Context: an optimization exercise on an open-source flow, tuned for small area. The choices shown serve that exercise and are no tape-out recipe.
Function was checked by simulation only, so behaviour that the tests miss may differ from the original.
Power figures rest on the tool's default switching activity, not on a simulated workload.

== run A ==
==> flow/design.v (excerpt) <==
module stats_top (
    input  logic                 clk,
    input  logic                 rst_pkt,
    input  logic                 rst,
    input  logic [2:0]           in_mark_i,            
    input  logic [2:0]           out_mark_i,           
    input  logic                 out_ready_i,
    input  logic                 rb_update_valid_i,
    input  logic                 disable_pcie_i,
    output logic                 pcie_rb_update_valid_o,
    input  logic [27:0]          pdumeta_cpu_data_i,   
    input  logic                 pdumeta_cpu_valid_i,
    input  logic                 pdumeta_cpu_ready_i,
    input  logic [63:0]          fill_level_i,         
    input  logic [63:0]          status_req_i,         
    output logic [32:0]          status_resp_o,        
    output logic [32-1:0]   ctrl_o
);
    localparam int W  = 32;
    localparam int FW = 16;
    localparam int NC = 4;
    assign pcie_rb_update_valid_o = rb_update_valid_i & ~disable_pcie_i;
    logic         req_rd, req_wr, hit;
    logic [7:0]   ofs;
    logic [W-1:0] wd;
    assign req_rd = status_req_i[63];
    assign req_wr = status_req_i[62];
    assign hit    = (status_req_i[61:58] == 4'(0));
    assign ofs    = status_req_i[39:32];
    assign wd     = status_req_i[31:0];
    logic [4:0] ev;
    assign ev[0] = in_mark_i[2] & in_mark_i[0];
    assign ev[1] = out_mark_i[2] & out_mark_i[0] & out_ready_i;
    assign ev[2] = rb_update_valid_i;
    assign ev[3] = pdumeta_cpu_valid_i & pdumeta_cpu_ready_i & (pdumeta_cpu_data_i[27:24] == 4'd0);
    assign ev[4] = pdumeta_cpu_valid_i & pdumeta_cpu_ready_i & (pdumeta_cpu_data_i[27:24] == 4'd1);
    logic         rd1, wr1, is5_1;
    logic [2:0]   ofs1;
    logic [W-1:0] wdata1;
    logic [4:0]   ev1;
    logic         rp1;
    always_ff @(posedge clk) begin
        rd1    <= ~rst & req_rd & hit;
        wr1    <= ~rst & req_wr & hit;
        ofs1   <= (ofs < 8'd8) ? ofs[2:0] : 3'd7;
        wdata1 <= wd;
  ...
Settings: LEC_CHECK=0, CAP_MARGIN=20, CORE_MARGIN=2, CORE_UTILIZATION=80, SLEW_MARGIN=20; clock period 5.0 ns.
standard.sh (not shown) runs the stock make flow with config.mk's settings and CLKGATE_MAP_FILE= SYNTH_SCRIPT=/design/flow/synth_recipe.tcl, a recipe that flattens the netlist after the stock synthesis.
==> flow/flow/run.sh <==
#!/bin/bash
# The standard layout (standard.sh) with three changes:
#  - synthesis maps the combinational logic with an area-oriented ABC script
#    (flow/synth.tcl, flow/area.abc); registers are mapped as in the standard
#    synthesis, before ABC runs;
#  - the port buffers are the smallest buffer, sky130_fd_sc_hd__buf_1;
#  - the clock tree uses larger sink clusters and no dummy loads.
# make's output goes to standard.log; each ORFS step logs under orfs/logs/.
set -euo pipefail
W=$PWD
export MY_ABC_SCRIPT=$W/flow/area.abc
bash standard.sh \
  "SYNTH_SCRIPT=$W/flow/synth.tcl" \
  "BUFFER_PORTS_ARGS=-buffer_cell sky130_fd_sc_hd__buf_1" \
  "CTS_ARGS=-sink_clustering_enable -repair_clock_nets -dont_use_dummy_load -buf_list sky130_fd_sc_hd__clkbuf_16 -root_buf sky130_fd_sc_hd__clkbuf_16 -sink_clustering_size 24 -sink_clustering_max_diameter 80" \
  finish > standard.log 2>&1
==> flow/flow/area.abc <==
&get -n
&st
&syn2
&dch
&nf -a
&put
==> flow/flow/synth.tcl <==
# The standard synthesis script, with one change: the final ABC mapping
# of the combinational logic runs the area-oriented script named in
# MY_ABC_SCRIPT instead of ORFS's speed script. Registers are mapped before
# ABC runs, so they keep the standard synthesis's names and cells.
proc synth {args} { yosys synth -nofsm -noshare {*}$args }
proc abc {args} {
  set i [lsearch -exact $args -script]
  if { $i >= 0 && [info exists ::env(MY_ABC_SCRIPT)] } {
    lset args [expr {$i + 1}] $::env(MY_ABC_SCRIPT)
  }
  yosys abc {*}$args
}
source $::env(SCRIPTS_DIR)/synth.tcl
# left out here: clear keep_hierarchy, flatten, clean up, hide names made inside functions, write 1_2_yosys.v
Run A has completed all stages; timing, DRC and antenna checks passed.
For run B, these inputs were changed with respect to run A:
Settings: CORE_UTILIZATION changed from 80 to 60.
-- flow/flow/run.sh --
<<< run A, line 13
  "SYNTH_SCRIPT=$W/flow/synth.tcl" \
  "BUFFER_PORTS_ARGS=-buffer_cell sky130_fd_sc_hd__buf_1" \
  "CTS_ARGS=-sink_clustering_enable -repair_clock_nets -dont_use_dummy_load -buf_list sky130_fd_sc_hd__clkbuf_16 -root_buf sky130_fd_sc_hd__clkbuf_16 -sink_clustering_size 24 -sink_clustering_max_diameter 80" \
  finish > standard.log 2>&1
>>> run B, line 13
  "SYNTH_SCRIPT=$W/flow/synth.tcl" \
  "BUFFER_PORTS_ARGS=-buffer_cell sky130_fd_sc_hd__buf_1" \
  "CTS_ARGS=-sink_clustering_enable -repair_clock_nets -dont_use_dummy_load -buf_list sky130_fd_sc_hd__clkbuf_16 -root_buf sky130_fd_sc_hd__clkbuf_16 -sink_clustering_size 45 -sink_clustering_max_diameter 60" \
  finish > standard.log 2>&1
Looking at worst setup path endpoint, the cnt[2][31] result is from run A; the cnt[1][31] one comes from run B.
Taking run A over run B, the inserted tap cell count ratio works out to 0.79.
Route | run B vs run A | wire shorter in run B
In run B the portion of total power attributed to the clock network turned out 5.3 points higher than in run A.
Edits applied to the flow inputs when going from run B to run C:
Settings: a change of CORE_UTILIZATION from 60 to 72.
-- flow/flow/run.sh --
<<< run B, line 13
  "SYNTH_SCRIPT=$W/flow/synth.tcl" \
  "BUFFER_PORTS_ARGS=-buffer_cell sky130_fd_sc_hd__buf_1" \
  "CTS_ARGS=-sink_clustering_enable -repair_clock_nets -dont_use_dummy_load -buf_list sky130_fd_sc_hd__clkbuf_16 -root_buf sky130_fd_sc_hd__clkbuf_16 -sink_clustering_size 45 -sink_clustering_max_diameter 60" \
  finish > standard.log 2>&1
>>> run C, line 13
  "SYNTH_SCRIPT=$W/flow/synth.tcl" \
  "BUFFER_PORTS_ARGS=-buffer_cell sky130_fd_sc_hd__buf_1" \
  "CTS_ARGS=-sink_clustering_enable -repair_clock_nets -dont_use_dummy_load -buf_list sky130_fd_sc_hd__clkbuf_16 -root_buf sky130_fd_sc_hd__clkbuf_16 -sink_clustering_size 24 -sink_clustering_max_diameter 80" \
  finish > standard.log 2>&1
[summary]
Run B ended up with more cell instances than run C did. Run C ended with less area added between synthesis and finish than run B. Against run B as the reference, run C delivers a higher utilization. Comparing run C and run B, final cycle utilization of the critical path is lower on run C.
--- input diff run C..run D ---
-- flow/flow/run.sh --
<<< run C, line 13
  "SYNTH_SCRIPT=$W/flow/synth.tcl" \
  "BUFFER_PORTS_ARGS=-buffer_cell sky130_fd_sc_hd__buf_1" \
  "CTS_ARGS=-sink_clustering_enable -repair_clock_nets -dont_use_dummy_load -buf_list sky130_fd_sc_hd__clkbuf_16 -root_buf sky130_fd_sc_hd__clkbuf_16 -sink_clustering_size 24 -sink_clustering_max_diameter 80" \
  finish > standard.log 2>&1
>>> run D, line 13
  "SYNTH_SCRIPT=$W/flow/synth.tcl" \
  "BUFFER_PORTS_ARGS=-buffer_cell sky130_fd_sc_hd__buf_1" \
  "CTS_ARGS=-sink_clustering_enable -repair_clock_nets -dont_use_dummy_load -buf_list sky130_fd_sc_hd__clkbuf_16 -root_buf sky130_fd_sc_hd__clkbuf_16 -sink_clustering_size 26 -sink_clustering_max_diameter 100" \
  finish > standard.log 2>&1
Results
Any difference in detailed-route via count between run C and run D is small enough to ignore.
Count of clock-buffer cells in the layout for run D: 2 down relative to run C
Compared run D vs run C, and design internal power is down in run D.
| shortest clock period the worst path allows after layout | run D vs run C | better |
Compared with run C, run D shows a clock network fraction of design power that is 0.8 points lower.
The proportion of cell area occupied by registers was comparable across run D and run C.
The setup slack of the critical path after layout of run D was superior to that of run C.
Input changes introduced in run E (baseline for comparison: run D):
Settings: CORE_UTILIZATION: 72 -> 60.
-- flow/flow/run.sh --
<<< run D, line 13
  "SYNTH_SCRIPT=$W/flow/synth.tcl" \
  "BUFFER_PORTS_ARGS=-buffer_cell sky130_fd_sc_hd__buf_1" \
  "CTS_ARGS=-sink_clustering_enable -repair_clock_nets -dont_use_dummy_load -buf_list sky130_fd_sc_hd__clkbuf_16 -root_buf sky130_fd_sc_hd__clkbuf_16 -sink_clustering_size 26 -sink_clustering_max_diameter 100" \
  finish > standard.log 2>&1
>>> run E, line 13
  "SYNTH_SCRIPT=$W/flow/synth.tcl" \
  "BUFFER_PORTS_ARGS=-buffer_cell sky130_fd_sc_hd__buf_1" \
  "CTS_ARGS=-sink_clustering_enable -repair_clock_nets -dont_use_dummy_load -buf_list sky130_fd_sc_hd__clkbuf_16 -root_buf sky130_fd_sc_hd__clkbuf_16 -sink_clustering_size 30 -sink_clustering_max_diameter 50" \
  finish > standard.log 2>&1
[summary]
Taking run D as the reference, in run E clock buffer count in the final layout went up, setup slack went down, global-route track usage on met1 went down, average wire per cell in the routed design went down. Of run E and run D, the lower fraction of standard cell area that is sequential belongs to run E. Run E reports a lower via count than run D does. Run E vs run D — post-layout utilization of the core dropped 12 points. Re synthesized cell count: no difference whatsoever between run D and run E.

separate check: timing with driven ports:
How much do the figures lean on ideal ports? The routed layouts below were timed once more, with nothing changed but the port constraints.
Step 1 (the two cells are an assumption about what drives the block):
set clk [get_ports {clk}]
set_driving_cell -lib_cell sky130_fd_sc_hd__clkbuf_16 $clk
set_driving_cell -lib_cell sky130_fd_sc_hd__buf_2 [delete_from_list [all_inputs] $clk]
Step 2 moves the port delays by t, midway between the first and last clock arrival at a register: inputs arrive t later, outputs are due t later. That takes back most of the time a late clock gives input paths.
Slacks: ideal ports / drivers / drivers and shift; pairs: ideal ports / drivers.
run | t (ns) | slack for setup (ns) | worst setup path at the end | slew at the worst register clock pin (ns)
run A | 0.558 | 0.746 / 0.746 / 0.746 | register to register | 0.10 / 0.10
run B | 0.553 | 0.836 / 0.836 / 0.836 | register to register | 0.10 / 0.10
run C | 0.570 | 0.870 / 0.870 / 0.870 | register to register | 0.10 / 0.10
run D | 0.565 | 0.894 / 0.894 / 0.894 | register to register | 0.10 / 0.10
run E | 0.564 | 0.838 / 0.838 / 0.838 | register to register | 0.08 / 0.08
After both steps setup and hold are still met in every run listed.
